From an optimization exercise on the open Yosys and OpenROAD flow, aimed at small area, a short achievable clock period and few clock cycles per item; shortcuts taken in it are not production practice.
Only simulation tests tie the RTL to the original design; equivalence was not proved.
Power is estimated from default activity; no workload was simulated.

`design/flow/standard.sh`:
```
#!/bin/bash
# synth_recipe.tcl (not shown) runs the flow's synth.tcl, then flattens the netlist and writes it again
# the make line also repeats each setting of config.mk as NAME=value (left out here)
make -C /OpenROAD-flow-scripts/flow DESIGN_CONFIG=/design/flow/config.mk WORK_HOME=/design/flow/orfs CLKGATE_MAP_FILE= SYNTH_SCRIPT=/design/flow/synth_recipe.tcl "${@:-finish}"
```
`design/flow/flow/run.sh`:
```
#!/bin/bash
# The standard layout (the standard.sh), except that the buffers that
# buffer_ports puts on every input and output port are buf_1 cells; the
# resizer sizes them up where timing needs it.
set -euo pipefail
bash standard.sh "BUFFER_PORTS_ARGS=-buffer_cell sky130_fd_sc_hd__buf_1" finish > flow_standard.log 2>&1
```
`design/flow/constraint.sdc`:
```
create_clock -name core_clock -period 5.0 [get_ports {clk}]
set_input_delay 1.0000 -clock core_clock [delete_from_list [all_inputs] [get_ports {clk}]]
set_output_delay 1.0000 -clock core_clock [all_outputs]
set_load 0.01 [all_outputs]
```
`design/flow/config.mk`:
```
export PLATFORM = sky130hd
export DESIGN_NAME = dot_engine_top
export DESIGN_NICKNAME = dot_engine_top
export VERILOG_FILES = /design/flow/design.v
export SDC_FILE = /design/flow/constraint.sdc
export NUM_CORES = 4
export LEC_CHECK = 0
export CAP_MARGIN = 20
export CORE_MARGIN = 2
export CORE_UTILIZATION = 65
export CTS_CLUSTER_DIAMETER = 80
export CTS_CLUSTER_SIZE = 30
export SETUP_SLACK_MARGIN = 2.6
export SLEW_MARGIN = 20
```
`design/flow/design.v`:
```
`default_nettype none
package dot_pkg;
  localparam int N_LANES = 4;
  localparam int LANE_W = 8;
  localparam int WORD_W = N_LANES * LANE_W;
  localparam int RES_W = 32;
  localparam int ACC_W = 22;
  localparam int SUM_W = 18;
  localparam int WORD_OFFSET = -87040;
  localparam int VEC_DEPTH = 16;
  localparam int ADDR_W = 4;
endpackage
`default_nettype wire
`default_nettype none
module dp_unit (
  input wire logic clk,
  input wire logic [31:0] act_data,
  input wire logic [31:0] w_word,
  input wire logic enc_load,
  input wire logic cut_vld,
  output logic [17:0] p_out,
  output logic [17:0] g_out
);
  logic [3:0][3:0] one_q;
  logic [3:0][3:0] two_q;
  logic [3:0][3:0] neg_q;
  logic [3:0][3:0] one_d;
  logic [3:0][3:0] two_d;
  logic [3:0][3:0] neg_d;
  for (genvar i = 0; i < 4; i++) begin : g_enc_lane
    for (genvar k = 0; k < 4; k++) begin : g_enc_digit
      logic b2, b1, b0;
      assign b2 = w_word[i*8 + 2*k + 1];
      assign b1 = w_word[i*8 + 2*k];
      if (k == 0) begin : g_lsb
        assign b0 = 1'b0;
      end else begin : g_mid
        assign b0 = w_word[i*8 + 2*k - 1];
      end
      assign one_d[i][k] = b1 ^ b0;
      assign two_d[i][k] = (b2 & ~b1 & ~b0) | (~b2 & b1 & b0);
      assign neg_d[i][k] = b2;
    end
  end
  always_ff @(posedge clk) begin
    if (enc_load) begin
      one_q <= one_d;
      two_q <= two_d;
      neg_q <= neg_d;
    end
  end
  logic [3:0][2:0] ncnt;
  for (genvar k = 0; k < 4; k++) begin : g_ncnt
    assign ncnt[k] = 3'(neg_q[0][k]) + 3'(neg_q[1][k]) + 3'(neg_q[2][k]) + 3'(neg_q[3][k]);
  end
  logic [3:0][3:0][8:0] pp;
  for (genvar i = 0; i < 4; i++) begin : g_pp_lane
    logic [8:0] a1, a2;
    assign a1 = {act_data[i*8 + 7], act_data[i*8 +: 8]};
    assign a2 = {act_data[i*8 +: 8], 1'b0};
    for (genvar k = 0; k < 4; k++) begin : g_pp_digit
      assign pp[i][k] = ({9{one_q[i][k]}} & a1 | {9{two_q[i][k]}} & a2) ^ {9{neg_q[i][k]}};
    end
  end
  logic sb0_1;
  logic cb0_2;
  logic sb0_3;
  logic cb0_4;
  logic sb0_5;
  logic cb0_6;
  logic sb0_7;
  logic cb0_8;
  logic sb0_9;
  logic cb0_10;
  logic sb0_11;
  logic cb0_12;
  logic sb0_13;
  logic cb0_14;
  logic sb0_15;
  logic cb0_16;
  logic sb0_17;
  logic cb0_18;
  logic sb0_19;
  logic cb0_20;
  logic sb0_21;
  logic cb0_22;
  logic sb0_23;
  logic cb0_24;
  logic sb0_25;
  logic cb0_26;
  logic sb0_27;
  logic cb0_28;
  logic sb0_29;
  logic cb0_30;
  logic sb0_31;
  logic cb0_32;
  logic sb0_33;
  logic cb0_34;
  logic sb0_35;
  logic cb0_36;
  logic sb0_37;
  logic cb0_38;
  logic sb0_39;
  logic cb0_40;
  logic sb0_41;
  logic cb0_42;
  logic sb0_43;
  logic cb0_44;
  logic sb0_45;
  logic cb0_46;
  logic sb0_47;
  logic cb0_48;
  logic sb0_49;
  logic cb0_50;
  logic sb0_51;
  logic cb0_52;
  logic sb0_53;
  logic cb0_54;
  logic sb0_55;
  logic cb0_56;
  logic sb0_57;
  logic cb0_58;
  logic sb0_59;
  logic cb0_60;
  logic sb0_61;
  logic cb0_62;
  logic sb0_63;
  logic cb0_64;
  logic sb0_65;
  logic cb0_66;
  logic sb0_67;
  logic cb0_68;
  logic sb0_69;
  logic cb0_70;
  logic sb0_71;
  logic cb0_72;
  logic sb0_73;
  logic cb0_74;
  logic sb0_75;
  logic cb0_76;
  logic sb0_77;
  logic cb0_78;
  logic sb0_79;
  logic cb0_80;
  logic sb0_81;
  logic cb0_82;
  logic sb0_83;
  logic cb0_84;
  logic sb0_85;
  logic cb0_86;
  logic sb0_87;
  logic cb0_88;
  logic sb0_89;
  logic cb0_90;
  logic sb0_91;
  logic cb0_92;
  logic sb1_93;
  logic cb1_94;
  logic sb1_95;
  logic cb1_96;
  logic sb1_97;
  logic cb1_98;
  logic sb1_99;
  logic cb1_100;
  logic sb1_101;
  logic cb1_102;
  logic sb1_103;
  logic cb1_104;
  logic sb1_105;
  logic cb1_106;
  logic sb1_107;
  logic cb1_108;
  logic sb1_109;
  logic cb1_110;
  logic sb1_111;
  logic cb1_112;
  logic sb1_113;
  logic cb1_114;
  logic sb1_115;
  logic cb1_116;
  logic sb1_117;
  logic cb1_118;
  logic sb1_119;
  logic cb1_120;
  logic sb1_121;
  logic cb1_122;
  logic sb1_123;
  logic cb1_124;
  logic sb1_125;
  logic cb1_126;
  logic sb1_127;
  logic cb1_128;
  logic sb1_129;
  logic cb1_130;
  logic sb1_131;
  logic cb1_132;
  logic sb1_133;
  logic cb1_134;
  logic sb1_135;
  logic cb1_136;
  logic sb1_137;
  logic cb1_138;
  logic sb1_139;
  logic cb1_140;
  logic sb1_141;
  logic cb1_142;
  logic sb1_143;
  logic cb1_144;
  logic sb1_145;
  logic cb1_146;
  logic sb1_147;
  logic cb1_148;
  logic sb1_149;
  logic cb1_150;
  logic sb1_151;
  logic cb1_152;
  logic sb1_153;
  logic cb1_154;
  logic sb1_155;
  logic cb1_156;
  logic sb1_157;
  logic cb1_158;
  logic sc0_159;
  logic cc0_160;
  logic sc0_161;
  logic cc0_162;
  logic sc0_163;
  logic cc0_164;
  logic sc0_165;
  logic cc0_166;
  logic sc0_167;
  logic cc0_168;
  logic sc0_169;
  logic cc0_170;
  logic sc0_171;
  logic cc0_172;
  logic sc0_173;
  logic cc0_174;
  logic sc0_175;
  logic cc0_176;
  logic sc0_177;
  logic cc0_178;
  logic sc1_179;
  logic cc1_180;
  logic sc1_181;
  logic cc1_182;
  logic sc1_183;
  logic cc1_184;
  logic sc1_185;
  logic cc1_186;
  logic sc1_187;
  logic cc1_188;
  logic sc1_189;
  logic cc1_190;
  logic sc1_191;
  logic cc1_192;
  logic sc1_193;
  logic cc1_194;
  logic sc1_195;
  logic cc1_196;
  logic sc1_197;
  logic cc1_198;
  logic sc1_199;
  logic cc1_200;
  logic sc1_201;
  logic cc1_202;
  logic sc1_203;
  logic cc1_204;
  logic sc1_205;
  logic cc1_206;
  logic sc1_207;
  logic cc1_208;
  logic sc1_209;
  logic cc1_210;
  logic sc1_211;
  logic cc1_212;
  logic sc1_213;
  logic cc1_214;
  logic sc2_215;
  logic cc2_216;
  logic sc2_217;
  logic cc2_218;
  logic sc2_219;
  logic cc2_220;
  logic sc2_221;
  logic cc2_222;
  logic sc2_223;
  logic cc2_224;
  logic sc2_225;
  logic cc2_226;
  logic sc2_227;
  logic cc2_228;
  logic sc2_229;
  logic cc2_230;
  logic sc2_231;
  logic cc2_232;
  logic sc2_233;
  logic cc2_234;
  logic sc2_235;
  logic cc2_236;
  logic sc2_237;
  logic cc2_238;
  logic sc2_239;
  logic cc2_240;
  logic sc3_241;
  logic cc3_242;
  logic sc3_243;
  logic cc3_244;
  logic sc3_245;
  logic cc3_246;
  logic sc3_247;
  logic cc3_248;
  logic sc3_249;
  logic cc3_250;
  logic sc3_251;
  logic cc3_252;
  logic sc3_253;
  logic cc3_254;
  logic sc3_255;
  logic cc3_256;
  logic sc3_257;
  logic cc3_258;
  logic sc3_259;
  logic cc3_260;
  logic sc3_261;
  logic cc3_262;
  logic sc3_263;
  logic cc3_264;
  logic sc3_265;
  logic cc3_266;
  logic sc3_267;
  logic cc3_268;
  logic sc3_269;
  logic cc3_270;
  assign sb0_1 = pp[0][0][0] ^ pp[1][0][0] ^ pp[2][0][0];
  assign cb0_2 = (pp[0][0][0] & pp[1][0][0]) | (pp[0][0][0] & pp[2][0][0]) | (pp[1][0][0] & pp[2][0][0]);
  assign sb0_3 = pp[0][0][1] ^ pp[1][0][1] ^ pp[2][0][1];
  assign cb0_4 = (pp[0][0][1] & pp[1][0][1]) | (pp[0][0][1] & pp[2][0][1]) | (pp[1][0][1] & pp[2][0][1]);
  assign sb0_5 = pp[0][0][2] ^ pp[0][1][0] ^ pp[1][0][2];
  assign cb0_6 = (pp[0][0][2] & pp[0][1][0]) | (pp[0][0][2] & pp[1][0][2]) | (pp[0][1][0] & pp[1][0][2]);
  assign sb0_7 = pp[1][1][0] ^ pp[2][0][2] ^ pp[2][1][0];
  assign cb0_8 = (pp[1][1][0] & pp[2][0][2]) | (pp[1][1][0] & pp[2][1][0]) | (pp[2][0][2] & pp[2][1][0]);
  assign sb0_9 = pp[3][0][2] ^ pp[3][1][0] ^ ncnt[0][2];
  assign cb0_10 = (pp[3][0][2] & pp[3][1][0]) | (pp[3][0][2] & ncnt[0][2]) | (pp[3][1][0] & ncnt[0][2]);
  assign sb0_11 = pp[0][0][3] ^ pp[0][1][1] ^ pp[1][0][3];
  assign cb0_12 = (pp[0][0][3] & pp[0][1][1]) | (pp[0][0][3] & pp[1][0][3]) | (pp[0][1][1] & pp[1][0][3]);
  assign sb0_13 = pp[1][1][1] ^ pp[2][0][3] ^ pp[2][1][1];
  assign cb0_14 = (pp[1][1][1] & pp[2][0][3]) | (pp[1][1][1] & pp[2][1][1]) | (pp[2][0][3] & pp[2][1][1]);
  assign sb0_15 = pp[3][0][3] ^ pp[3][1][1] ^ ncnt[1][1];
  assign cb0_16 = (pp[3][0][3] & pp[3][1][1]) | (pp[3][0][3] & ncnt[1][1]) | (pp[3][1][1] & ncnt[1][1]);
  assign sb0_17 = pp[0][0][4] ^ pp[0][1][2] ^ pp[0][2][0];
  assign cb0_18 = (pp[0][0][4] & pp[0][1][2]) | (pp[0][0][4] & pp[0][2][0]) | (pp[0][1][2] & pp[0][2][0]);
  assign sb0_19 = pp[1][0][4] ^ pp[1][1][2] ^ pp[1][2][0];
  assign cb0_20 = (pp[1][0][4] & pp[1][1][2]) | (pp[1][0][4] & pp[1][2][0]) | (pp[1][1][2] & pp[1][2][0]);
  assign sb0_21 = pp[2][0][4] ^ pp[2][1][2] ^ pp[2][2][0];
  assign cb0_22 = (pp[2][0][4] & pp[2][1][2]) | (pp[2][0][4] & pp[2][2][0]) | (pp[2][1][2] & pp[2][2][0]);
  assign sb0_23 = pp[3][0][4] ^ pp[3][1][2] ^ pp[3][2][0];
  assign cb0_24 = (pp[3][0][4] & pp[3][1][2]) | (pp[3][0][4] & pp[3][2][0]) | (pp[3][1][2] & pp[3][2][0]);
  assign sb0_25 = pp[0][0][5] ^ pp[0][1][3] ^ pp[0][2][1];
  assign cb0_26 = (pp[0][0][5] & pp[0][1][3]) | (pp[0][0][5] & pp[0][2][1]) | (pp[0][1][3] & pp[0][2][1]);
  assign sb0_27 = pp[1][0][5] ^ pp[1][1][3] ^ pp[1][2][1];
  assign cb0_28 = (pp[1][0][5] & pp[1][1][3]) | (pp[1][0][5] & pp[1][2][1]) | (pp[1][1][3] & pp[1][2][1]);
  assign sb0_29 = pp[2][0][5] ^ pp[2][1][3] ^ pp[2][2][1];
  assign cb0_30 = (pp[2][0][5] & pp[2][1][3]) | (pp[2][0][5] & pp[2][2][1]) | (pp[2][1][3] & pp[2][2][1]);
  assign sb0_31 = pp[3][0][5] ^ pp[3][1][3] ^ pp[3][2][1];
  assign cb0_32 = (pp[3][0][5] & pp[3][1][3]) | (pp[3][0][5] & pp[3][2][1]) | (pp[3][1][3] & pp[3][2][1]);
  assign sb0_33 = pp[0][0][6] ^ pp[0][1][4] ^ pp[0][2][2];
  assign cb0_34 = (pp[0][0][6] & pp[0][1][4]) | (pp[0][0][6] & pp[0][2][2]) | (pp[0][1][4] & pp[0][2][2]);
  assign sb0_35 = pp[0][3][0] ^ pp[1][0][6] ^ pp[1][1][4];
  assign cb0_36 = (pp[0][3][0] & pp[1][0][6]) | (pp[0][3][0] & pp[1][1][4]) | (pp[1][0][6] & pp[1][1][4]);
  assign sb0_37 = pp[1][2][2] ^ pp[1][3][0] ^ pp[2][0][6];
  assign cb0_38 = (pp[1][2][2] & pp[1][3][0]) | (pp[1][2][2] & pp[2][0][6]) | (pp[1][3][0] & pp[2][0][6]);
  assign sb0_39 = pp[2][1][4] ^ pp[2][2][2] ^ pp[2][3][0];
  assign cb0_40 = (pp[2][1][4] & pp[2][2][2]) | (pp[2][1][4] & pp[2][3][0]) | (pp[2][2][2] & pp[2][3][0]);
  assign sb0_41 = pp[3][0][6] ^ pp[3][1][4] ^ pp[3][2][2];
  assign cb0_42 = (pp[3][0][6] & pp[3][1][4]) | (pp[3][0][6] & pp[3][2][2]) | (pp[3][1][4] & pp[3][2][2]);
  assign sb0_43 = pp[3][3][0] ^ ncnt[2][2] ^ ncnt[3][0];
  assign cb0_44 = (pp[3][3][0] & ncnt[2][2]) | (pp[3][3][0] & ncnt[3][0]) | (ncnt[2][2] & ncnt[3][0]);
  assign sb0_45 = pp[0][0][7] ^ pp[0][1][5] ^ pp[0][2][3];
  assign cb0_46 = (pp[0][0][7] & pp[0][1][5]) | (pp[0][0][7] & pp[0][2][3]) | (pp[0][1][5] & pp[0][2][3]);
  assign sb0_47 = pp[0][3][1] ^ pp[1][0][7] ^ pp[1][1][5];
  assign cb0_48 = (pp[0][3][1] & pp[1][0][7]) | (pp[0][3][1] & pp[1][1][5]) | (pp[1][0][7] & pp[1][1][5]);
  assign sb0_49 = pp[1][2][3] ^ pp[1][3][1] ^ pp[2][0][7];
  assign cb0_50 = (pp[1][2][3] & pp[1][3][1]) | (pp[1][2][3] & pp[2][0][7]) | (pp[1][3][1] & pp[2][0][7]);
  assign sb0_51 = pp[2][1][5] ^ pp[2][2][3] ^ pp[2][3][1];
  assign cb0_52 = (pp[2][1][5] & pp[2][2][3]) | (pp[2][1][5] & pp[2][3][1]) | (pp[2][2][3] & pp[2][3][1]);
  assign sb0_53 = pp[3][0][7] ^ pp[3][1][5] ^ pp[3][2][3];
  assign cb0_54 = (pp[3][0][7] & pp[3][1][5]) | (pp[3][0][7] & pp[3][2][3]) | (pp[3][1][5] & pp[3][2][3]);
  assign sb0_55 = ~pp[0][0][8] ^ pp[0][1][6] ^ pp[0][2][4];
  assign cb0_56 = (~pp[0][0][8] & pp[0][1][6]) | (~pp[0][0][8] & pp[0][2][4]) | (pp[0][1][6] & pp[0][2][4]);
  assign sb0_57 = pp[0][3][2] ^ ~pp[1][0][8] ^ pp[1][1][6];
  assign cb0_58 = (pp[0][3][2] & ~pp[1][0][8]) | (pp[0][3][2] & pp[1][1][6]) | (~pp[1][0][8] & pp[1][1][6]);
  assign sb0_59 = pp[1][2][4] ^ pp[1][3][2] ^ ~pp[2][0][8];
  assign cb0_60 = (pp[1][2][4] & pp[1][3][2]) | (pp[1][2][4] & ~pp[2][0][8]) | (pp[1][3][2] & ~pp[2][0][8]);
  assign sb0_61 = pp[2][1][6] ^ pp[2][2][4] ^ pp[2][3][2];
  assign cb0_62 = (pp[2][1][6] & pp[2][2][4]) | (pp[2][1][6] & pp[2][3][2]) | (pp[2][2][4] & pp[2][3][2]);
  assign sb0_63 = ~pp[3][0][8] ^ pp[3][1][6] ^ pp[3][2][4];
  assign cb0_64 = (~pp[3][0][8] & pp[3][1][6]) | (~pp[3][0][8] & pp[3][2][4]) | (pp[3][1][6] & pp[3][2][4]);
  assign sb0_65 = pp[0][1][7] ^ pp[0][2][5] ^ pp[0][3][3];
  assign cb0_66 = (pp[0][1][7] & pp[0][2][5]) | (pp[0][1][7] & pp[0][3][3]) | (pp[0][2][5] & pp[0][3][3]);
  assign sb0_67 = pp[1][1][7] ^ pp[1][2][5] ^ pp[1][3][3];
  assign cb0_68 = (pp[1][1][7] & pp[1][2][5]) | (pp[1][1][7] & pp[1][3][3]) | (pp[1][2][5] & pp[1][3][3]);
  assign sb0_69 = pp[2][1][7] ^ pp[2][2][5] ^ pp[2][3][3];
  assign cb0_70 = (pp[2][1][7] & pp[2][2][5]) | (pp[2][1][7] & pp[2][3][3]) | (pp[2][2][5] & pp[2][3][3]);
  assign sb0_71 = pp[3][1][7] ^ pp[3][2][5] ^ pp[3][3][3];
  assign cb0_72 = (pp[3][1][7] & pp[3][2][5]) | (pp[3][1][7] & pp[3][3][3]) | (pp[3][2][5] & pp[3][3][3]);
  assign sb0_73 = ~pp[0][1][8] ^ pp[0][2][6] ^ pp[0][3][4];
  assign cb0_74 = (~pp[0][1][8] & pp[0][2][6]) | (~pp[0][1][8] & pp[0][3][4]) | (pp[0][2][6] & pp[0][3][4]);
  assign sb0_75 = ~pp[1][1][8] ^ pp[1][2][6] ^ pp[1][3][4];
  assign cb0_76 = (~pp[1][1][8] & pp[1][2][6]) | (~pp[1][1][8] & pp[1][3][4]) | (pp[1][2][6] & pp[1][3][4]);
  assign sb0_77 = ~pp[2][1][8] ^ pp[2][2][6] ^ pp[2][3][4];
  assign cb0_78 = (~pp[2][1][8] & pp[2][2][6]) | (~pp[2][1][8] & pp[2][3][4]) | (pp[2][2][6] & pp[2][3][4]);
  assign sb0_79 = ~pp[3][1][8] ^ pp[3][2][6] ^ pp[3][3][4];
  assign cb0_80 = (~pp[3][1][8] & pp[3][2][6]) | (~pp[3][1][8] & pp[3][3][4]) | (pp[3][2][6] & pp[3][3][4]);
  assign sb0_81 = pp[0][2][7] ^ pp[0][3][5] ^ pp[1][2][7];
  assign cb0_82 = (pp[0][2][7] & pp[0][3][5]) | (pp[0][2][7] & pp[1][2][7]) | (pp[0][3][5] & pp[1][2][7]);
  assign sb0_83 = pp[1][3][5] ^ pp[2][2][7] ^ pp[2][3][5];
  assign cb0_84 = (pp[1][3][5] & pp[2][2][7]) | (pp[1][3][5] & pp[2][3][5]) | (pp[2][2][7] & pp[2][3][5]);
  assign sb0_85 = ~pp[0][2][8] ^ pp[0][3][6] ^ ~pp[1][2][8];
  assign cb0_86 = (~pp[0][2][8] & pp[0][3][6]) | (~pp[0][2][8] & ~pp[1][2][8]) | (pp[0][3][6] & ~pp[1][2][8]);
  assign sb0_87 = pp[1][3][6] ^ ~pp[2][2][8] ^ pp[2][3][6];
  assign cb0_88 = (pp[1][3][6] & ~pp[2][2][8]) | (pp[1][3][6] & pp[2][3][6]) | (~pp[2][2][8] & pp[2][3][6]);
  assign sb0_89 = pp[0][3][7] ^ pp[1][3][7] ^ pp[2][3][7];
  assign cb0_90 = (pp[0][3][7] & pp[1][3][7]) | (pp[0][3][7] & pp[2][3][7]) | (pp[1][3][7] & pp[2][3][7]);
  assign sb0_91 = ~pp[0][3][8] ^ ~pp[1][3][8] ^ ~pp[2][3][8];
  assign cb0_92 = (~pp[0][3][8] & ~pp[1][3][8]) | (~pp[0][3][8] & ~pp[2][3][8]) | (~pp[1][3][8] & ~pp[2][3][8]);
  assign sb1_93 = pp[3][0][0] ^ ncnt[0][0] ^ sb0_1;
  assign cb1_94 = (pp[3][0][0] & ncnt[0][0]) | (pp[3][0][0] & sb0_1) | (ncnt[0][0] & sb0_1);
  assign sb1_95 = pp[3][0][1] ^ ncnt[0][1] ^ cb0_2;
  assign cb1_96 = (pp[3][0][1] & ncnt[0][1]) | (pp[3][0][1] & cb0_2) | (ncnt[0][1] & cb0_2);
  assign sb1_97 = ncnt[1][0] ^ cb0_4 ^ sb0_5;
  assign cb1_98 = (ncnt[1][0] & cb0_4) | (ncnt[1][0] & sb0_5) | (cb0_4 & sb0_5);
  assign sb1_99 = cb0_6 ^ cb0_8 ^ cb0_10;
  assign cb1_100 = (cb0_6 & cb0_8) | (cb0_6 & cb0_10) | (cb0_8 & cb0_10);
  assign sb1_101 = sb0_11 ^ sb0_13 ^ sb0_15;
  assign cb1_102 = (sb0_11 & sb0_13) | (sb0_11 & sb0_15) | (sb0_13 & sb0_15);
  assign sb1_103 = ncnt[1][2] ^ ncnt[2][0] ^ cb0_12;
  assign cb1_104 = (ncnt[1][2] & ncnt[2][0]) | (ncnt[1][2] & cb0_12) | (ncnt[2][0] & cb0_12);
  assign sb1_105 = cb0_14 ^ cb0_16 ^ sb0_17;
  assign cb1_106 = (cb0_14 & cb0_16) | (cb0_14 & sb0_17) | (cb0_16 & sb0_17);
  assign sb1_107 = sb0_19 ^ sb0_21 ^ sb0_23;
  assign cb1_108 = (sb0_19 & sb0_21) | (sb0_19 & sb0_23) | (sb0_21 & sb0_23);
  assign sb1_109 = ncnt[2][1] ^ cb0_18 ^ cb0_20;
  assign cb1_110 = (ncnt[2][1] & cb0_18) | (ncnt[2][1] & cb0_20) | (cb0_18 & cb0_20);
  assign sb1_111 = cb0_22 ^ cb0_24 ^ sb0_25;
  assign cb1_112 = (cb0_22 & cb0_24) | (cb0_22 & sb0_25) | (cb0_24 & sb0_25);
  assign sb1_113 = sb0_27 ^ sb0_29 ^ sb0_31;
  assign cb1_114 = (sb0_27 & sb0_29) | (sb0_27 & sb0_31) | (sb0_29 & sb0_31);
  assign sb1_115 = cb0_26 ^ cb0_28 ^ cb0_30;
  assign cb1_116 = (cb0_26 & cb0_28) | (cb0_26 & cb0_30) | (cb0_28 & cb0_30);
  assign sb1_117 = cb0_32 ^ sb0_33 ^ sb0_35;
  assign cb1_118 = (cb0_32 & sb0_33) | (cb0_32 & sb0_35) | (sb0_33 & sb0_35);
  assign sb1_119 = sb0_37 ^ sb0_39 ^ sb0_41;
  assign cb1_120 = (sb0_37 & sb0_39) | (sb0_37 & sb0_41) | (sb0_39 & sb0_41);
  assign sb1_121 = pp[3][3][1] ^ ncnt[3][1] ^ cb0_34;
  assign cb1_122 = (pp[3][3][1] & ncnt[3][1]) | (pp[3][3][1] & cb0_34) | (ncnt[3][1] & cb0_34);
  assign sb1_123 = cb0_36 ^ cb0_38 ^ cb0_40;
  assign cb1_124 = (cb0_36 & cb0_38) | (cb0_36 & cb0_40) | (cb0_38 & cb0_40);
  assign sb1_125 = cb0_42 ^ cb0_44 ^ sb0_45;
  assign cb1_126 = (cb0_42 & cb0_44) | (cb0_42 & sb0_45) | (cb0_44 & sb0_45);
  assign sb1_127 = sb0_47 ^ sb0_49 ^ sb0_51;
  assign cb1_128 = (sb0_47 & sb0_49) | (sb0_47 & sb0_51) | (sb0_49 & sb0_51);
  assign sb1_129 = pp[3][3][2] ^ ncnt[3][2] ^ cb0_46;
  assign cb1_130 = (pp[3][3][2] & ncnt[3][2]) | (pp[3][3][2] & cb0_46) | (ncnt[3][2] & cb0_46);
  assign sb1_131 = cb0_48 ^ cb0_50 ^ cb0_52;
  assign cb1_132 = (cb0_48 & cb0_50) | (cb0_48 & cb0_52) | (cb0_50 & cb0_52);
  assign sb1_133 = cb0_54 ^ sb0_55 ^ sb0_57;
  assign cb1_134 = (cb0_54 & sb0_55) | (cb0_54 & sb0_57) | (sb0_55 & sb0_57);
  assign sb1_135 = sb0_59 ^ sb0_61 ^ sb0_63;
  assign cb1_136 = (sb0_59 & sb0_61) | (sb0_59 & sb0_63) | (sb0_61 & sb0_63);
  assign sb1_137 = cb0_56 ^ cb0_58 ^ cb0_60;
  assign cb1_138 = (cb0_56 & cb0_58) | (cb0_56 & cb0_60) | (cb0_58 & cb0_60);
  assign sb1_139 = cb0_62 ^ cb0_64 ^ sb0_65;
  assign cb1_140 = (cb0_62 & cb0_64) | (cb0_62 & sb0_65) | (cb0_64 & sb0_65);
  assign sb1_141 = sb0_67 ^ sb0_69 ^ sb0_71;
  assign cb1_142 = (sb0_67 & sb0_69) | (sb0_67 & sb0_71) | (sb0_69 & sb0_71);
  assign sb1_143 = cb0_66 ^ cb0_68 ^ cb0_70;
  assign cb1_144 = (cb0_66 & cb0_68) | (cb0_66 & cb0_70) | (cb0_68 & cb0_70);
  assign sb1_145 = cb0_72 ^ sb0_73 ^ sb0_75;
  assign cb1_146 = (cb0_72 & sb0_73) | (cb0_72 & sb0_75) | (sb0_73 & sb0_75);
  assign sb1_147 = pp[3][2][7] ^ pp[3][3][5] ^ cb0_74;
  assign cb1_148 = (pp[3][2][7] & pp[3][3][5]) | (pp[3][2][7] & cb0_74) | (pp[3][3][5] & cb0_74);
  assign sb1_149 = cb0_76 ^ cb0_78 ^ cb0_80;
  assign cb1_150 = (cb0_76 & cb0_78) | (cb0_76 & cb0_80) | (cb0_78 & cb0_80);
  assign sb1_151 = ~pp[3][2][8] ^ pp[3][3][6] ^ cb0_82;
  assign cb1_152 = (~pp[3][2][8] & pp[3][3][6]) | (~pp[3][2][8] & cb0_82) | (pp[3][3][6] & cb0_82);
  assign sb1_153 = cb0_84 ^ sb0_85 ^ sb0_87;
  assign cb1_154 = (cb0_84 & sb0_85) | (cb0_84 & sb0_87) | (sb0_85 & sb0_87);
  assign sb1_155 = pp[3][3][7] ^ cb0_86 ^ cb0_88;
  assign cb1_156 = (pp[3][3][7] & cb0_86) | (pp[3][3][7] & cb0_88) | (cb0_86 & cb0_88);
  assign sb1_157 = ~pp[3][3][8] ^ cb0_90 ^ sb0_91;
  assign cb1_158 = (~pp[3][3][8] & cb0_90) | (~pp[3][3][8] & sb0_91) | (cb0_90 & sb0_91);
  assign sc0_159 = cut_q[22] ^ cut_q[23];
  assign cc0_160 = cut_q[22] & cut_q[23];
  assign sc0_161 = cut_q[29] ^ cut_q[30] ^ cut_q[31];
  assign cc0_162 = (cut_q[29] & cut_q[30]) | (cut_q[29] & cut_q[31]) | (cut_q[30] & cut_q[31]);
  assign sc0_163 = cut_q[32] ^ cut_q[33];
  assign cc0_164 = cut_q[32] & cut_q[33];
  assign sc0_165 = cut_q[37] ^ cut_q[38] ^ cut_q[39];
  assign cc0_166 = (cut_q[37] & cut_q[38]) | (cut_q[37] & cut_q[39]) | (cut_q[38] & cut_q[39]);
  assign sc0_167 = cut_q[40] ^ cut_q[41] ^ cut_q[42];
  assign cc0_168 = (cut_q[40] & cut_q[41]) | (cut_q[40] & cut_q[42]) | (cut_q[41] & cut_q[42]);
  assign sc0_169 = cut_q[45] ^ cut_q[46] ^ cut_q[47];
  assign cc0_170 = (cut_q[45] & cut_q[46]) | (cut_q[45] & cut_q[47]) | (cut_q[46] & cut_q[47]);
  assign sc0_171 = cut_q[48] ^ cut_q[49];
  assign cc0_172 = cut_q[48] & cut_q[49];
  assign sc0_173 = cut_q[52] ^ cut_q[53] ^ cut_q[54];
  assign cc0_174 = (cut_q[52] & cut_q[53]) | (cut_q[52] & cut_q[54]) | (cut_q[53] & cut_q[54]);
  assign sc0_175 = cut_q[55] ^ cut_q[56];
  assign cc0_176 = cut_q[55] & cut_q[56];
  assign sc0_177 = cut_q[59] ^ cut_q[60] ^ cut_q[61];
  assign cc0_178 = (cut_q[59] & cut_q[60]) | (cut_q[59] & cut_q[61]) | (cut_q[60] & cut_q[61]);
  assign sc1_179 = cut_q[11] ^ cut_q[12];
  assign cc1_180 = cut_q[11] & cut_q[12];
  assign sc1_181 = cut_q[16] ^ cut_q[17] ^ cut_q[18];
  assign cc1_182 = (cut_q[16] & cut_q[17]) | (cut_q[16] & cut_q[18]) | (cut_q[17] & cut_q[18]);
  assign sc1_183 = cut_q[19] ^ cut_q[20];
  assign cc1_184 = cut_q[19] & cut_q[20];
  assign sc1_185 = cut_q[24] ^ cut_q[25] ^ cut_q[26];
  assign cc1_186 = (cut_q[24] & cut_q[25]) | (cut_q[24] & cut_q[26]) | (cut_q[25] & cut_q[26]);
  assign sc1_187 = cut_q[27] ^ cut_q[28] ^ sc0_159;
  assign cc1_188 = (cut_q[27] & cut_q[28]) | (cut_q[27] & sc0_159) | (cut_q[28] & sc0_159);
  assign sc1_189 = cut_q[34] ^ cut_q[35] ^ cut_q[36];
  assign cc1_190 = (cut_q[34] & cut_q[35]) | (cut_q[34] & cut_q[36]) | (cut_q[35] & cut_q[36]);
  assign sc1_191 = cc0_160 ^ sc0_161 ^ sc0_163;
  assign cc1_192 = (cc0_160 & sc0_161) | (cc0_160 & sc0_163) | (sc0_161 & sc0_163);
  assign sc1_193 = cut_q[43] ^ cut_q[44] ^ cc0_162;
  assign cc1_194 = (cut_q[43] & cut_q[44]) | (cut_q[43] & cc0_162) | (cut_q[44] & cc0_162);
  assign sc1_195 = cc0_164 ^ sc0_165 ^ sc0_167;
  assign cc1_196 = (cc0_164 & sc0_165) | (cc0_164 & sc0_167) | (sc0_165 & sc0_167);
  assign sc1_197 = cut_q[50] ^ cut_q[51] ^ cc0_166;
  assign cc1_198 = (cut_q[50] & cut_q[51]) | (cut_q[50] & cc0_166) | (cut_q[51] & cc0_166);
  assign sc1_199 = cc0_168 ^ sc0_169 ^ sc0_171;
  assign cc1_200 = (cc0_168 & sc0_169) | (cc0_168 & sc0_171) | (sc0_169 & sc0_171);
  assign sc1_201 = cut_q[57] ^ cut_q[58] ^ cc0_170;
  assign cc1_202 = (cut_q[57] & cut_q[58]) | (cut_q[57] & cc0_170) | (cut_q[58] & cc0_170);
  assign sc1_203 = cc0_172 ^ sc0_173 ^ sc0_175;
  assign cc1_204 = (cc0_172 & sc0_173) | (cc0_172 & sc0_175) | (sc0_173 & sc0_175);
  assign sc1_205 = cut_q[62] ^ cut_q[63] ^ cut_q[64];
  assign cc1_206 = (cut_q[62] & cut_q[63]) | (cut_q[62] & cut_q[64]) | (cut_q[63] & cut_q[64]);
  assign sc1_207 = cc0_174 ^ cc0_176 ^ sc0_177;
  assign cc1_208 = (cc0_174 & cc0_176) | (cc0_174 & sc0_177) | (cc0_176 & sc0_177);
  assign sc1_209 = cut_q[65] ^ cut_q[66] ^ cut_q[67];
  assign cc1_210 = (cut_q[65] & cut_q[66]) | (cut_q[65] & cut_q[67]) | (cut_q[66] & cut_q[67]);
  assign sc1_211 = cut_q[68] ^ cc0_178;
  assign cc1_212 = cut_q[68] & cc0_178;
  assign sc1_213 = cut_q[69] ^ cut_q[70] ^ cut_q[71];
  assign cc1_214 = (cut_q[69] & cut_q[70]) | (cut_q[69] & cut_q[71]) | (cut_q[70] & cut_q[71]);
  assign sc2_215 = cut_q[4] ^ cut_q[5];
  assign cc2_216 = cut_q[4] & cut_q[5];
  assign sc2_217 = cut_q[8] ^ cut_q[9];
  assign cc2_218 = cut_q[8] & cut_q[9];
  assign sc2_219 = cut_q[13] ^ cut_q[14] ^ cut_q[15];
  assign cc2_220 = (cut_q[13] & cut_q[14]) | (cut_q[13] & cut_q[15]) | (cut_q[14] & cut_q[15]);
  assign sc2_221 = cut_q[21] ^ cc1_180 ^ sc1_181;
  assign cc2_222 = (cut_q[21] & cc1_180) | (cut_q[21] & sc1_181) | (cc1_180 & sc1_181);
  assign sc2_223 = cc1_182 ^ cc1_184 ^ sc1_185;
  assign cc2_224 = (cc1_182 & cc1_184) | (cc1_182 & sc1_185) | (cc1_184 & sc1_185);
  assign sc2_225 = cc1_186 ^ cc1_188 ^ sc1_189;
  assign cc2_226 = (cc1_186 & cc1_188) | (cc1_186 & sc1_189) | (cc1_188 & sc1_189);
  assign sc2_227 = cc1_190 ^ cc1_192 ^ sc1_193;
  assign cc2_228 = (cc1_190 & cc1_192) | (cc1_190 & sc1_193) | (cc1_192 & sc1_193);
  assign sc2_229 = cc1_194 ^ cc1_196 ^ sc1_197;
  assign cc2_230 = (cc1_194 & cc1_196) | (cc1_194 & sc1_197) | (cc1_196 & sc1_197);
  assign sc2_231 = cc1_198 ^ cc1_200 ^ sc1_201;
  assign cc2_232 = (cc1_198 & cc1_200) | (cc1_198 & sc1_201) | (cc1_200 & sc1_201);
  assign sc2_233 = cc1_202 ^ cc1_204 ^ sc1_205;
  assign cc2_234 = (cc1_202 & cc1_204) | (cc1_202 & sc1_205) | (cc1_204 & sc1_205);
  assign sc2_235 = cc1_206 ^ cc1_208 ^ sc1_209;
  assign cc2_236 = (cc1_206 & cc1_208) | (cc1_206 & sc1_209) | (cc1_208 & sc1_209);
  assign sc2_237 = cut_q[72] ^ cc1_210 ^ cc1_212;
  assign cc2_238 = (cut_q[72] & cc1_210) | (cut_q[72] & cc1_212) | (cc1_210 & cc1_212);
  assign sc2_239 = cut_q[73] ^ cut_q[74];
  assign cc2_240 = cut_q[73] & cut_q[74];
  assign sc3_241 = cut_q[1] ^ cut_q[2];
  assign cc3_242 = cut_q[1] & cut_q[2];
  assign sc3_243 = cut_q[6] ^ cut_q[7] ^ sc2_215;
  assign cc3_244 = (cut_q[6] & cut_q[7]) | (cut_q[6] & sc2_215) | (cut_q[7] & sc2_215);
  assign sc3_245 = cut_q[10] ^ cc2_216 ^ sc2_217;
  assign cc3_246 = (cut_q[10] & cc2_216) | (cut_q[10] & sc2_217) | (cc2_216 & sc2_217);
  assign sc3_247 = sc1_179 ^ cc2_218 ^ sc2_219;
  assign cc3_248 = (sc1_179 & cc2_218) | (sc1_179 & sc2_219) | (cc2_218 & sc2_219);
  assign sc3_249 = sc1_183 ^ cc2_220 ^ sc2_221;
  assign cc3_250 = (sc1_183 & cc2_220) | (sc1_183 & sc2_221) | (cc2_220 & sc2_221);
  assign sc3_251 = sc1_187 ^ cc2_222 ^ sc2_223;
  assign cc3_252 = (sc1_187 & cc2_222) | (sc1_187 & sc2_223) | (cc2_222 & sc2_223);
  assign sc3_253 = sc1_191 ^ cc2_224 ^ sc2_225;
  assign cc3_254 = (sc1_191 & cc2_224) | (sc1_191 & sc2_225) | (cc2_224 & sc2_225);
  assign sc3_255 = sc1_195 ^ cc2_226 ^ sc2_227;
  assign cc3_256 = (sc1_195 & cc2_226) | (sc1_195 & sc2_227) | (cc2_226 & sc2_227);
  assign sc3_257 = sc1_199 ^ cc2_228 ^ sc2_229;
  assign cc3_258 = (sc1_199 & cc2_228) | (sc1_199 & sc2_229) | (cc2_228 & sc2_229);
  assign sc3_259 = sc1_203 ^ cc2_230 ^ sc2_231;
  assign cc3_260 = (sc1_203 & cc2_230) | (sc1_203 & sc2_231) | (cc2_230 & sc2_231);
  assign sc3_261 = sc1_207 ^ cc2_232 ^ sc2_233;
  assign cc3_262 = (sc1_207 & cc2_232) | (sc1_207 & sc2_233) | (cc2_232 & sc2_233);
  assign sc3_263 = sc1_211 ^ cc2_234 ^ sc2_235;
  assign cc3_264 = (sc1_211 & cc2_234) | (sc1_211 & sc2_235) | (cc2_234 & sc2_235);
  assign sc3_265 = sc1_213 ^ cc2_236 ^ sc2_237;
  assign cc3_266 = (sc1_213 & cc2_236) | (sc1_213 & sc2_237) | (cc2_236 & sc2_237);
  assign sc3_267 = cc1_214 ^ cc2_238 ^ sc2_239;
  assign cc3_268 = (cc1_214 & cc2_238) | (cc1_214 & sc2_239) | (cc2_238 & sc2_239);
  assign sc3_269 = cut_q[75] ^ cut_q[76] ^ cc2_240;
  assign cc3_270 = (cut_q[75] & cut_q[76]) | (cut_q[75] & cc2_240) | (cut_q[76] & cc2_240);
  logic [76:0] cut_q;
  logic [17:0] p_q;
  logic [17:0] g_q;
  always_ff @(posedge clk) begin
      cut_q[0] <= sb1_93;
      cut_q[1] <= sb0_3;
      cut_q[2] <= cb1_94;
      cut_q[3] <= sb1_95;
      cut_q[4] <= sb0_7;
      cut_q[5] <= sb0_9;
      cut_q[6] <= cb1_96;
      cut_q[7] <= sb1_97;
      cut_q[8] <= cb1_98;
      cut_q[9] <= sb1_99;
      cut_q[10] <= sb1_101;
      cut_q[11] <= cb1_100;
      cut_q[12] <= cb1_102;
      cut_q[13] <= sb1_103;
      cut_q[14] <= sb1_105;
      cut_q[15] <= sb1_107;
      cut_q[16] <= cb1_104;
      cut_q[17] <= cb1_106;
      cut_q[18] <= cb1_108;
      cut_q[19] <= sb1_109;
      cut_q[20] <= sb1_111;
      cut_q[21] <= sb1_113;
      cut_q[22] <= sb0_43;
      cut_q[23] <= cb1_110;
      cut_q[24] <= cb1_112;
      cut_q[25] <= cb1_114;
      cut_q[26] <= sb1_115;
      cut_q[27] <= sb1_117;
      cut_q[28] <= sb1_119;
      cut_q[29] <= sb0_53;
      cut_q[30] <= cb1_116;
      cut_q[31] <= cb1_118;
      cut_q[32] <= cb1_120;
      cut_q[33] <= sb1_121;
      cut_q[34] <= sb1_123;
      cut_q[35] <= sb1_125;
      cut_q[36] <= sb1_127;
      cut_q[37] <= cb1_122;
      cut_q[38] <= cb1_124;
      cut_q[39] <= cb1_126;
      cut_q[40] <= cb1_128;
      cut_q[41] <= sb1_129;
      cut_q[42] <= sb1_131;
      cut_q[43] <= sb1_133;
      cut_q[44] <= sb1_135;
      cut_q[45] <= cb1_130;
      cut_q[46] <= cb1_132;
      cut_q[47] <= cb1_134;
      cut_q[48] <= cb1_136;
      cut_q[49] <= sb1_137;
      cut_q[50] <= sb1_139;
      cut_q[51] <= sb1_141;
      cut_q[52] <= sb0_77;
      cut_q[53] <= sb0_79;
      cut_q[54] <= cb1_138;
      cut_q[55] <= cb1_140;
      cut_q[56] <= cb1_142;
      cut_q[57] <= sb1_143;
      cut_q[58] <= sb1_145;
      cut_q[59] <= sb0_81;
      cut_q[60] <= sb0_83;
      cut_q[61] <= cb1_144;
      cut_q[62] <= cb1_146;
      cut_q[63] <= sb1_147;
      cut_q[64] <= sb1_149;
      cut_q[65] <= cb1_148;
      cut_q[66] <= cb1_150;
      cut_q[67] <= sb1_151;
      cut_q[68] <= sb1_153;
      cut_q[69] <= sb0_89;
      cut_q[70] <= cb1_152;
      cut_q[71] <= cb1_154;
      cut_q[72] <= sb1_155;
      cut_q[73] <= cb1_156;
      cut_q[74] <= sb1_157;
      cut_q[75] <= cb0_92;
      cut_q[76] <= cb1_158;
  end
  always_ff @(posedge clk) begin
      p_q[0] <= cut_vld & (cut_q[0] ^ 1'b0);
      p_q[1] <= cut_vld & (cut_q[3] ^ sc3_241);
      p_q[2] <= cut_vld & (cc3_242 ^ sc3_243);
      p_q[3] <= cut_vld & (cc3_244 ^ sc3_245);
      p_q[4] <= cut_vld & (cc3_246 ^ sc3_247);
      p_q[5] <= cut_vld & (cc3_248 ^ sc3_249);
      p_q[6] <= cut_vld & (cc3_250 ^ sc3_251);
      p_q[7] <= cut_vld & (cc3_252 ^ sc3_253);
      p_q[8] <= cut_vld & (cc3_254 ^ sc3_255);
      p_q[9] <= cut_vld & (cc3_256 ^ sc3_257);
      p_q[10] <= cut_vld & (cc3_258 ^ sc3_259);
      p_q[11] <= cut_vld & (cc3_260 ^ sc3_261);
      p_q[12] <= cut_vld & (cc3_262 ^ sc3_263);
      p_q[13] <= cut_vld & (cc3_264 ^ sc3_265);
      p_q[14] <= cut_vld & (cc3_266 ^ sc3_267);
      p_q[15] <= cut_vld & (cc3_268 ^ sc3_269);
      p_q[16] <= cut_vld & (cc3_270 ^ 1'b0);
      p_q[17] <= cut_vld & (1'b0 ^ 1'b0);
      g_q[0] <= cut_vld & cut_q[0] & 1'b0;
      g_q[1] <= cut_vld & cut_q[3] & sc3_241;
      g_q[2] <= cut_vld & cc3_242 & sc3_243;
      g_q[3] <= cut_vld & cc3_244 & sc3_245;
      g_q[4] <= cut_vld & cc3_246 & sc3_247;
      g_q[5] <= cut_vld & cc3_248 & sc3_249;
      g_q[6] <= cut_vld & cc3_250 & sc3_251;
      g_q[7] <= cut_vld & cc3_252 & sc3_253;
      g_q[8] <= cut_vld & cc3_254 & sc3_255;
      g_q[9] <= cut_vld & cc3_256 & sc3_257;
      g_q[10] <= cut_vld & cc3_258 & sc3_259;
      g_q[11] <= cut_vld & cc3_260 & sc3_261;
      g_q[12] <= cut_vld & cc3_262 & sc3_263;
      g_q[13] <= cut_vld & cc3_264 & sc3_265;
      g_q[14] <= cut_vld & cc3_266 & sc3_267;
      g_q[15] <= cut_vld & cc3_268 & sc3_269;
      g_q[16] <= cut_vld & cc3_270 & 1'b0;
      g_q[17] <= cut_vld & 1'b0 & 1'b0;
  end
  assign p_out = p_q;
  assign g_out = g_q;
endmodule
`default_nettype wire
`default_nettype none
module weight_buffer (
  input wire logic clk,
  input wire logic wr_en,
  input wire logic [dot_pkg::ADDR_W-1:0] wr_addr,
  input wire logic [dot_pkg::WORD_W-1:0] wr_data,
  input wire logic [dot_pkg::VEC_DEPTH-1:0] rd_sel,
  output logic [dot_pkg::WORD_W-1:0] rd_data
);
  logic [dot_pkg::WORD_W-1:0] mem [dot_pkg::VEC_DEPTH];
  always_ff @(posedge clk) begin
    if (wr_en) begin
      mem[wr_addr] <= wr_data;
    end
  end
  always_comb begin
    rd_data = '0;
    for (int k = 0; k < dot_pkg::VEC_DEPTH; k++) begin
      rd_data = rd_data | (mem[k] & {dot_pkg::WORD_W{rd_sel[k]}});
    end
  end
endmodule
`default_nettype wire
`default_nettype none
module dot_accumulator (
  input wire logic clk,
  input wire logic clear,
  input wire logic [dot_pkg::ADDR_W-1:0] vec_last,
  input wire logic [dot_pkg::SUM_W-1:0] p_in,
  input wire logic [dot_pkg::SUM_W-1:0] g_in,
  output logic signed [dot_pkg::RES_W-1:0] acc
);
  logic [dot_pkg::ACC_W-1:0] acc_q;
  logic [dot_pkg::ACC_W-1:0] acc_init;
  logic [dot_pkg::ACC_W-1:0] p_ext;
  logic [dot_pkg::ACC_W-1:0] g_ext;
  logic [dot_pkg::ACC_W-1:0] s3;
  logic [dot_pkg::ACC_W-1:0] c3;
  assign acc = dot_pkg::RES_W'($signed(acc_q));
  always_comb begin
    acc_init = '0;
    for (int n = 0; n < dot_pkg::VEC_DEPTH; n++) begin
      if (vec_last == dot_pkg::ADDR_W'(n)) begin
        acc_init = dot_pkg::ACC_W'((n + 1) * dot_pkg::WORD_OFFSET);
      end
    end
  end
  assign p_ext = dot_pkg::ACC_W'(p_in);
  assign g_ext = dot_pkg::ACC_W'(g_in);
  assign s3 = acc_q ^ p_ext;
  assign c3 = g_ext | (acc_q & p_ext);
  logic [dot_pkg::ACC_W-1:0] pa;
  logic [dot_pkg::ACC_W-1:0] pb;
  logic [dot_pkg::ACC_W-1:0] sum;
  logic [dot_pkg::ACC_W-1:0] gen [6];
  logic [dot_pkg::ACC_W-1:0] prp [6];
  assign pa = s3;
  assign pb = {c3[dot_pkg::ACC_W-2:0], 1'b0};
  always_comb begin
    gen[0] = pa & pb;
    prp[0] = pa ^ pb;
    for (int l = 0; l < 5; l++) begin
      for (int i = 0; i < dot_pkg::ACC_W; i++) begin
        if (i >= (1 << l)) begin
          gen[l+1][i] = gen[l][i] | (prp[l][i] & gen[l][i - (1 << l)]);
          prp[l+1][i] = prp[l][i] & prp[l][i - (1 << l)];
        end else begin
          gen[l+1][i] = gen[l][i];
          prp[l+1][i] = prp[l][i];
        end
      end
    end
    sum = prp[0] ^ {gen[5][dot_pkg::ACC_W-2:0], 1'b0};
  end
  always_ff @(posedge clk) begin
    if (clear) begin
      acc_q <= acc_init;
    end else begin
      acc_q <= sum;
    end
  end
endmodule
`default_nettype wire
`default_nettype none
module dot_ctrl (
  input wire logic clk,
  input wire logic reset,
  input wire logic start,
  input wire logic [dot_pkg::ADDR_W-1:0] vec_last,
  input wire logic act_valid,
  input wire logic w_wr,
  input wire logic [dot_pkg::ADDR_W-1:0] w_addr,
  output logic busy,
  output logic done,
  output logic buf_wr_en,
  output logic [dot_pkg::VEC_DEPTH-1:0] rd_sel,
  output logic enc_load,
  output logic w0_bypass,
  output logic acc_clear,
  output logic cut_vld
);
  logic busy_q;
  logic strm_q;
  logic [dot_pkg::ADDR_W-1:0] cnt_q;
  logic [dot_pkg::ADDR_W-1:0] last_q;
  logic [dot_pkg::VEC_DEPTH-1:0] rsel_q;
  logic [dot_pkg::VEC_DEPTH-1:0] rsel_d;
  logic done_q;
  logic [1:0] vld_q;
  logic [1:0] fin_q;
  logic is_idle;
  logic accept;
  logic finish;
  logic is_last;
  assign is_idle = !busy_q;
  assign accept = act_valid && strm_q;
  assign finish = vld_q[1] && fin_q[1];
  assign busy = busy_q;
  assign done = done_q;
  assign buf_wr_en = w_wr && is_idle;
  assign rd_sel = rsel_q;
  assign enc_load = is_idle || accept;
  assign w0_bypass = is_idle && w_wr && (w_addr == '0);
  assign is_last = (cnt_q == last_q);
  assign acc_clear = start && is_idle;
  assign cut_vld = vld_q[0];
  always_comb begin
    rsel_d = rsel_q;
    if (is_idle) begin
      rsel_d = start ? dot_pkg::VEC_DEPTH'(2) : dot_pkg::VEC_DEPTH'(1);
    end else if (finish) begin
      rsel_d = dot_pkg::VEC_DEPTH'(1);
    end else if (accept) begin
      rsel_d = rsel_q << 1;
    end
  end
  always_ff @(posedge clk) begin
    if (reset) begin
      busy_q <= 1'b0;
      strm_q <= 1'b0;
      cnt_q <= '0;
      rsel_q <= dot_pkg::VEC_DEPTH'(1);
      last_q <= '0;
      done_q <= 1'b0;
      vld_q <= '0;
      fin_q <= '0;
    end else begin
      done_q <= finish;
      vld_q <= {vld_q[0], accept};
      fin_q <= {fin_q[0], accept && is_last};
      rsel_q <= rsel_d;
      if (is_idle) begin
        if (start) begin
          busy_q <= 1'b1;
          strm_q <= 1'b1;
          cnt_q <= '0;
          last_q <= vec_last;
        end
      end else begin
        if (accept) begin
          cnt_q <= cnt_q + 1'b1;
          if (is_last) begin
            strm_q <= 1'b0;
          end
        end
        if (finish) begin
          busy_q <= 1'b0;
        end
      end
    end
  end
endmodule
`default_nettype wire
`default_nettype none
module dot_engine_top (
  input wire logic clk,
  input wire logic reset,
  input wire logic w_wr,
  input wire logic [dot_pkg::ADDR_W-1:0] w_addr,
  input wire logic [dot_pkg::WORD_W-1:0] w_data,
  input wire logic start,
  input wire logic [dot_pkg::ADDR_W-1:0] vec_last,
  input wire logic act_valid,
  input wire logic [dot_pkg::WORD_W-1:0] act_data,
  output logic busy,
  output logic done,
  output logic signed [dot_pkg::RES_W-1:0] result
);
  logic buf_wr_en;
  logic [dot_pkg::VEC_DEPTH-1:0] rd_sel;
  logic [dot_pkg::WORD_W-1:0] rd_data;
  logic acc_clear;
  logic cut_vld;
  logic enc_load;
  logic w0_bypass;
  logic [dot_pkg::WORD_W-1:0] w_next;
  logic [dot_pkg::SUM_W-1:0] p_sum;
  logic [dot_pkg::SUM_W-1:0] g_sum;
  dot_ctrl dot_ctrl_i (
    .clk, .reset, .start, .vec_last, .act_valid, .w_wr, .w_addr,
    .busy, .done, .buf_wr_en, .rd_sel, .enc_load, .w0_bypass, .acc_clear, .cut_vld
  );
  weight_buffer weight_buffer_i (
    .clk, .wr_en(buf_wr_en), .wr_addr(w_addr), .wr_data(w_data),
    .rd_sel, .rd_data
  );
  assign w_next = w0_bypass ? w_data : rd_data;
  dp_unit dp_unit_i (
    .clk, .act_data, .w_word(w_next), .enc_load, .cut_vld, .p_out(p_sum), .g_out(g_sum)
  );
  dot_accumulator dot_accumulator_i (
    .clk, .clear(acc_clear), .vec_last, .p_in(p_sum), .g_in(g_sum), .acc(result)
  );
endmodule
`default_nettype wire
```
==> results of run 1 <==
## stage by stage
stage / area, um^2 / utilization (%) / setup slack (ps) / instances / power [mW]
finish: 36200 / 74.4 / 2250 / 3017 / 18.2
global route: 36200 / 74.4 / 2170 / 3016 / 19.1
CTS: 35700 / 73.3 / 2240 / 2977 / 18.1
detailed placement: 33600 / 69.0 / 1400 / 2834 / 14.5
global placement: 33600 / 69.0 / 1470 / 2834 / 14.4
floorplan: 33100 / - / 2010 / 2228 / 12.1
## critical path: cells and delay by family, from the launching register on
family | cells | cell delay, ps
simple gates | 1 | 150
buf+inv | 2 | 100
fa+ha+maj | 4 | 1970
flops | 1 | 340
xor+xnor | 1 | 80
## area by class of cell
type	count	area (um^2)	share of cell area, %
multi-input combinational	1207	11900	32.7
clock inverter	11	138	0.380
inverter	127	485	1.34
timing repair inverter	1	7.51	0.0207
tap	622	778	2.15
antenna	3	7.51	0.0207
clock buffer	45	828	2.29
sequential	722	20100	55.5
timing repair buffer	279	2000	5.54
## power breakdown
part | total, mW | leakage, nW | internal [mW] | switching [mW]
logic | 7.57 | 5.67 | 3.45 | 4.12
clock network | 3.06 | 0.452 | 1.21 | 1.85
registers | 7.53 | 6.47 | 7.09 | 0.438
## registers in the layout (all words and copies together), names as in the netlist, 16 cells and up
name / count
dp_unit_i.cut_q: 77
dp_unit_i.neg_q: 16
dp_unit_i.two_q: 16
dp_unit_i.p_q: 17
weight_buffer_i.mem: 512
dot_ctrl_i.rsel_q: 16
dp_unit_i.one_q: 16
dot_accumulator_i.acc_q: 22
## cell families after synthesis
family	after synthesis	synth area share [%]
XOR/XNOR	195	5.37
multiplexers	4	0.130
AND/OR/NAND/NOR	309	5.00
flip-flops	722	63.1
adder cells (fa/ha/maj)	183	10.3
buffers and inverters	306	3.93
AO/OA/AOI/OAI	509	12.2
## metal layers
layer	GRT usage, %	part of all wire, %	wire (um)	up-vias
met5	0	0.015	13	-
met4	15.2	5.1	4530	2
met3	4.49	8.5	7540	210
met2	59.6	50	44500	1103
met1	46.1	36	32500	10000
li1	-	-	-	8519
## what timing repair did
| action | CTS | global route |
|---|---|---|
| setup endpoints to repair | 307 | 173 |
| buffers inserted | 78 | 35 |
| gates resized for setup | 122 | 63 |
| endpoints found under the hold margin | 0 | 0 |
| pin swaps | 84 | 33 |
| cloned | 9 | 2 |
## cells in the final DEF (no fill, tap or decap), types with 72 or more instances in the layout
cell type	instances
a22oi_1	183
a22oi_2	82
buf_1	90
buf_4	140
dfxtp_1	125
edfxtp_1	560
fa_1	72
inv_1	99
nand2_1	90
xnor2_1	132
## path summary, 6_finish.rpt
path	start	depth (start not counted)	slack [ps]	to
max	dp_unit_i.cut_q[45]$_DFF_P_	8	2250	dp_unit_i.p_q[10]$_DFF_P_
min	dot_ctrl_i.fin_q[0]$_SDFF_PP0_	1	450	dot_ctrl_i.fin_q[1]$_SDFF_PP0_
max reg2reg	dp_unit_i.cut_q[45]$_DFF_P_	8	2250	dp_unit_i.p_q[10]$_DFF_P_
min reg2reg	dot_ctrl_i.fin_q[0]$_SDFF_PP0_	1	450	dot_ctrl_i.fin_q[1]$_SDFF_PP0_
==> flow_summary.json, run 1 <==
{
  "ir_worst_vdd_mv": 0.519,
  "htreeDepth": 1,
  "leakagePower_nw": 12.6,
  "grt_overflow": 0,
  "grt_max_degree": 49,
  "synth_warnings": 6,
  "drt_iter0_drc": 2473,
  "antenna_found_initial": 4,
  "finalSetupTns_ps": 0,
  "yosysMostFrequentCell": "edfxtp_1",
  "grt_pass1_wl_um": 127000,
  "synth_top_cells_by_area": "edfxtp_1, dfxtp_1, fa_1",
  "cp.required_ps": 5530,
  "grt_util_all_layers_pct": 35.1,
  "finalCriticalPeriod_ps": 2750,
  "place_congestion": 0.873,
  "die-area_um2": 50700,
  "nets": 2628,
  "hold_viol_final": 0,
  "synth_top_cell_area_share_pct": 52.9,
  "cp_max_fo": 2,
  "die_width_um": 225,
  "synth-edff-count": 560,
  "netlist_area_um2": 31800,
  "worst_path_max_delay_cell": "fa_2",
  "setup-violations-final": 0,
  "routed_wl_um": 89100,
  "crit_path_cell_trace": "fa_2, inv_1, fa_2, fa_1, inv_1, fa_2, xor2_1, and2_1",
  "grt_pass1_vias": 19300,
  "maxCapViolations": 0,
  "cts.sinks": 722,
  "detailed_place_hpwl_um": 54100,
  "syn_avg_cell_area_um2": 14.3,
  "core-area_um2": 48600,
  "synth_largest_area_cell": "edfxtp_1",
  "pin_count": 111,
  "cts_buffers": 30,
  "rsz0062_at_grt": "yes",
  "worstMarginPinSlew_ps": 1090,
  "ys.flop_type": "edfxtp_1",
  "ys_async_sr_fraction_pct": 0,
  "cts_root_buf": "clkbuf_16",
  "ys_ff_latch": 722,
  "insertion_delay_ps": 670,
  "hp-class": "reg2reg",
  "critPathKind": "reg2reg",
  "start_kind": "flip-flop",
  "period_share_pct": 55.0,
  "hold_buffers": 0,
  "drive_gt1_share_pct": 23.6,
  "outcome": "finished clean",
  "nFillCells": 3064,
  "arrival_ps": 3280,
  "via_per_inst": 6.59,
  "netlist_instances": 2228,
  "power_density_nw_per_um2": 501,
  "cts_buffer_depth": 3,
  "io_buffers": 110,
  "detail-route-antenna-nets": 0,
  "drv_slew": 0,
  "firstDrtPassIters": 6,
  "hold_ws_ps": 450,
  "clk_pin_slew_ps": 100,
  "critPathCaptureType": "flip-flop",
  "crit_top_cell": "fa_2",
  "cts_tree": "done",
  "drc": 0,
  "finalClockSkew_ps": 49.8,
  "fp.dieH_um": 225,
  "synth_nets": 2488,
  "yosysSeqAreaShare_pct": 63.1,
  "synth_common_cells": "edfxtp_1, a22oi_1, dfxtp_1, clkbuf_1, xnor2_1",
  "fmax_mhz": 364,
  "row_count": 81,
  "avgRoutedWirePerCell_um": 29.5,
  "initial_utilization_pct": 65.3,
  "yosys.cell_types.count": 61,
  "relSlewSlack_pct": 27.4,
  "area_growth_pct": 13.9,
  "vias": 19900,
  "critPathMaxStageDelay_ps": 600
}
Testbench counts, summed over its fixed seeds: cycles 14,859, items 1,280.
==> run 2, diff against run 1 <==
--- a/design/flow/config.mk
+++ b/design/flow/config.mk
@@ -6,4 +6,5 @@
 export NUM_CORES = 4
 export LEC_CHECK = 0
+export ABC_AREA = 1
 export CAP_MARGIN = 20
 export CORE_MARGIN = 2
@@ -11,4 +12,4 @@
 export CTS_CLUSTER_DIAMETER = 80
 export CTS_CLUSTER_SIZE = 30
-export SETUP_SLACK_MARGIN = 2.6
+export SETUP_SLACK_MARGIN = 2.35
 export SLEW_MARGIN = 20
==> run 2 against run 1 <==
Against the previous run: still clean on timing, DRC and antenna; final cell count grew 29%; setup slack gained 16 ps; clock skew shrank 8.2 ps; sequential share of layout area shrank 0.063 points; wire length grew 0.26%; power grew 2.4%; flip-flop and latch count is the same; core utilization shrank 3.6 points; global-route usage shrank 1.4 points; cell area is essentially flat; combinational power shrank 0.7%; register-to-register slack gained 20 ps.
==> flow_summary.json, run 2 <==
{
  "drt_iter0_drc": 2730,
  "maxCapViolations": 0,
  "pin_count": 111,
  "grt_max_degree": 50,
  "drive_gt1_share_pct": 7.65,
  "fp.dieH_um": 231,
  "power_density_nw_per_um2": 514,
  "grt_overflow": 0,
  "synth_warnings": 6,
  "final_cells": 3897,
  "power_frac_seq_pct": 40.0,
  "grt_util_met2_pct": 54.9,
  "ys_async_sr_fraction_pct": 0,
  "hold_end": "dot_ctrl_i.fin_q[1]$_SDFF_PP0_",
  "cp.required_ps": 5520,
  "leakagePower_nw": 14.7,
  "relSlewSlack_pct": 28.6,
  "worstMarginPinSlew_ps": 1070,
  "finalClockSkew_ps": 41.6,
  "mostFrequentLayoutCells": "nand2_1, edfxtp_1, inv_1, nor2_1, xor2_1",
  "die_width_um": 231,
  "r2r-end": "dp_unit_i.p_q[11]$_DFF_P_",
  "routed_wl_um": 89300,
  "area_growth_pct": 8.08,
  "grt_pass1_vias": 21900,
  "outcome": "finished clean",
  "busiest_layer": "met2",
  "layout_setup_ws_ps": 2270,
  "p_int_mw": 11.7,
  "pwr-share-comb_pct": 40.4,
  "grt_util_all_layers_pct": 33.8,
  "dp.cells": 3814,
  "synth_common_cells": "nand2_1, edfxtp_1, inv_1, nor2_1, dfxtp_1",
  "regMostFlops": "weight_buffer_i.mem",
  "ir_worst_vdd_mv": 0.663,
  "cts_buffer_depth": 3,
  "netlist_instances": 3083,
  "via_per_inst": 5.75,
  "fin_area_um2": 36200,
  "place_congestion": 0.936,
  "r2r-start": "dp_unit_i.cut_q[52]$_DFF_P_",
  "cts_buffers": 37,
  "cts_root_buf": "clkbuf_16",
  "cp_max_fo": 3,
  "hold_start": "dot_ctrl_i.fin_q[0]$_SDFF_PP0_",
  "hold_viol_final": 0,
  "syn_avg_cell_area_um2": 10.9,
  "final_common_cell": "nand2_1",
  "htreeDepth": 2,
  "finalCriticalPeriod_ps": 2730,
  "die-area_um2": 53400,
  "place_area_um2": 34600,
  "cts_tree": "done",
  "ys_ff_latch": 722,
  "r2r_cells": 8,
  "preCtsSetupSlack_ps": 1750,
  "fmax_mhz": 366,
  "reg_top3": "weight_buffer_i.mem (512), dp_unit_i.cut_q (77), dot_accumulator_i.acc_q (22)",
  "io_buffers": 110,
  "synth_top_cells_by_area": "edfxtp_1, nand2_1, dfxtp_1",
  "netlist_area_um2": 33500,
  "firstDrtPassIters": 6,
  "switchingPower_mw": 6.89,
  "drc": 0,
  "avgRoutedWirePerCell_um": 22.9,
  "ys.flop_type": "edfxtp_1",
  "reg2reg_slack_ps": 2270,
  "use_met1_pct": 45.4,
  "finalSetupTns_ps": 0,
  "detail-route-antenna-nets": 0,
  "nets": 3455,
  "synth-edff-count": 560,
  "vias": 22400,
  "power_mw": 18.6,
  "initial_utilization_pct": 65.5,
  "synth_nets": 3343,
  "clk_pin_slew_ps": 100,
  "gr-usage-met3_pct": 3.93,
  "p_clk_share_pct": 19.6,
  "row_count": 83,
  "largest_reg_flops": 512,
  "cts.sinks": 722,
  "setup-violations-final": 0,
  "yosysMostFrequentCell": "nand2_1",
  "holdPathStages": 2,
  "drv_slew": 0,
  "period_share_pct": 54.7,
  "detailed_place_hpwl_um": 61000,
  "grt_pass1_wl_um": 132000,
  "arrival_ps": 3250,
  "synth_top_cell_area_share_pct": 50.2,
  "nFillCells": 3720,
  "insertion_delay_ps": 620,
  "hold_buffers": 0,
  "yosysSeqAreaShare_pct": 59.9,
  "switching_share_pct": 37.0,
  "rsz0062_at_grt": "yes",
  "critPathKind": "reg2reg",
  "critPathCaptureType": "flip-flop",
  "yosys.cell_types.count": 47,
  "hp-class": "reg2reg",
  "start_kind": "flip-flop",
  "antenna_found_initial": 2,
  "core-area_um2": 51100,
  "synth_largest_area_cell": "edfxtp_1"
}
run 2: changes by cell type after synthesis, moves of 36 or more:
cell / before / now
o22ai_1: 3 / 125
nor2_1: 39 / 201
xor2_1: 61 / 150
inv_1: 125 / 315
a221oi_1: 52 / 0
nand2_1: 96 / 955
nand3_1: 28 / 64
a22oi_1: 265 / 1
a22o_1: 52 / 6
buf_2: 1 / 43
xnor2_1: 134 / 8
clkbuf_1: 147 / 26
run 2: area by class of cell:
class,count,area (um^2),area share [%]
Antenna cell,1,2.50,0.00691
Clock buffer,42,1010,2.79
Clock inverter,18,265,0.733
Inverter,321,1220,3.36
Multi-Input combinational cell,1938,11800,32.7
Sequential cell,722,20100,55.5
Tap cell,680,851,2.35
Timing Repair Buffer,175,937,2.59
run 2: stage by stage:
step	util (%)	hold slack, ps
2_1_floorplan	-	386
3_3_place_gp	67.7	398
3_5_place_dp	67.8	406
4_1_cts	70.5	420
5_1_grt	70.8	449
6_report	70.8	414
run 2: worst max-delay path, stage by stage, from the launching register on:
cell,delay (ps)
dfxtp_2,330
inv_2,50
fa_1,500
fa_2,390
fa_1,510
inv_2,50
fa_2,580
o21ai_2,70
a21oi_2,190
run 2: logic make-up after synthesis:
logic type	after synthesis	share of synthesized area, %
fa+ha+maj	183	9.73
xor+xnor	158	4.13
simple gates	1335	16.2
flops	722	59.9
buf+inv	425	5.42
compound gates	260	4.65
run 2: power groups by stage:
| stage | clock network, mW | logic [mW] | registers (mW) |
|---|---|---|---|
| CTS | 3.67 | 6.95 | 7.44 |
| finish | 3.64 | 7.52 | 7.44 |
| floorplan | 0 | 4.09 | 7.41 |
| detailed placement | 0 | 6.38 | 7.58 |
| global route | 3.85 | 8.28 | 7.48 |
| global placement | 0 | 6.21 | 7.57 |
run 2: timing repair:
item                       4_1_cts  5_1_grt
pin swaps                       15       18
buffers inserted                 6       14
gates cloned                     0        2
resized for setup               27       27
setup endpoints to repair       14       55
run 2: worst max-delay path by stage:
stage,from,endpoint,slack (ps)
detailed placement,w_wr,weight_buffer_i.mem[15][0]$_DFFE_PP_,1750
finish,dp_unit_i.cut_q[52]$_DFF_P_,dp_unit_i.p_q[11]$_DFF_P_,2270
global placement,w_wr,weight_buffer_i.mem[13][14]$_DFFE_PP_,1830
CTS,dp_unit_i.cut_q[52]$_DFF_P_,dp_unit_i.p_q[11]$_DFF_P_,2260
global route,dp_unit_i.cut_q[52]$_DFF_P_,dp_unit_i.p_q[11]$_DFF_P_,2190
floorplan,w_addr[1],weight_buffer_i.mem[10][0]$_DFFE_PP_,1870
run 2: per-layer routing:
layer / up-vias / wire [um]
li1: 10400 / -
met1: 10700 / 33900
met2: 1139 / 43100
met3: 235 / 7600
met4: 0 / 4760
met5: - / 0

## re-timing with driven ports
The flow's constraints put no driver on any port. The routed layouts listed below were extracted and timed again, unchanged, in two steps. Step 1: set_driving_cell puts a clkbuf_16 on clk and a buf_2 on each other input, an assumption about the parent block. Step 2 adds t to the input delays and takes it off the output delays; t is the mean of the earliest and latest rising clock arrival at the registers after step 1. Input paths then give back, and output paths get back, about the clock's delay inside the block. a / b / c = ideal ports / drivers / drivers and shift; a / b = the first two.
| run | t, ns | slack for setup (ns) | worst register clock-pin slew, ns | worst slew at a driven data input, ns |
|---|---|---|---|---|
| run 1 | 0.708 | 2.250 / 2.250 / 1.835 | 0.12 / 0.12 | 0.19 |
| run 2 | 0.666 | 2.266 / 2.266 / 1.674 | 0.11 / 0.11 | 0.08 |
After both steps setup and hold are still met in every run listed. The setup slack of run 2, which loses most, moves by 0.000 ns with the drivers and by -0.592 ns with both steps.
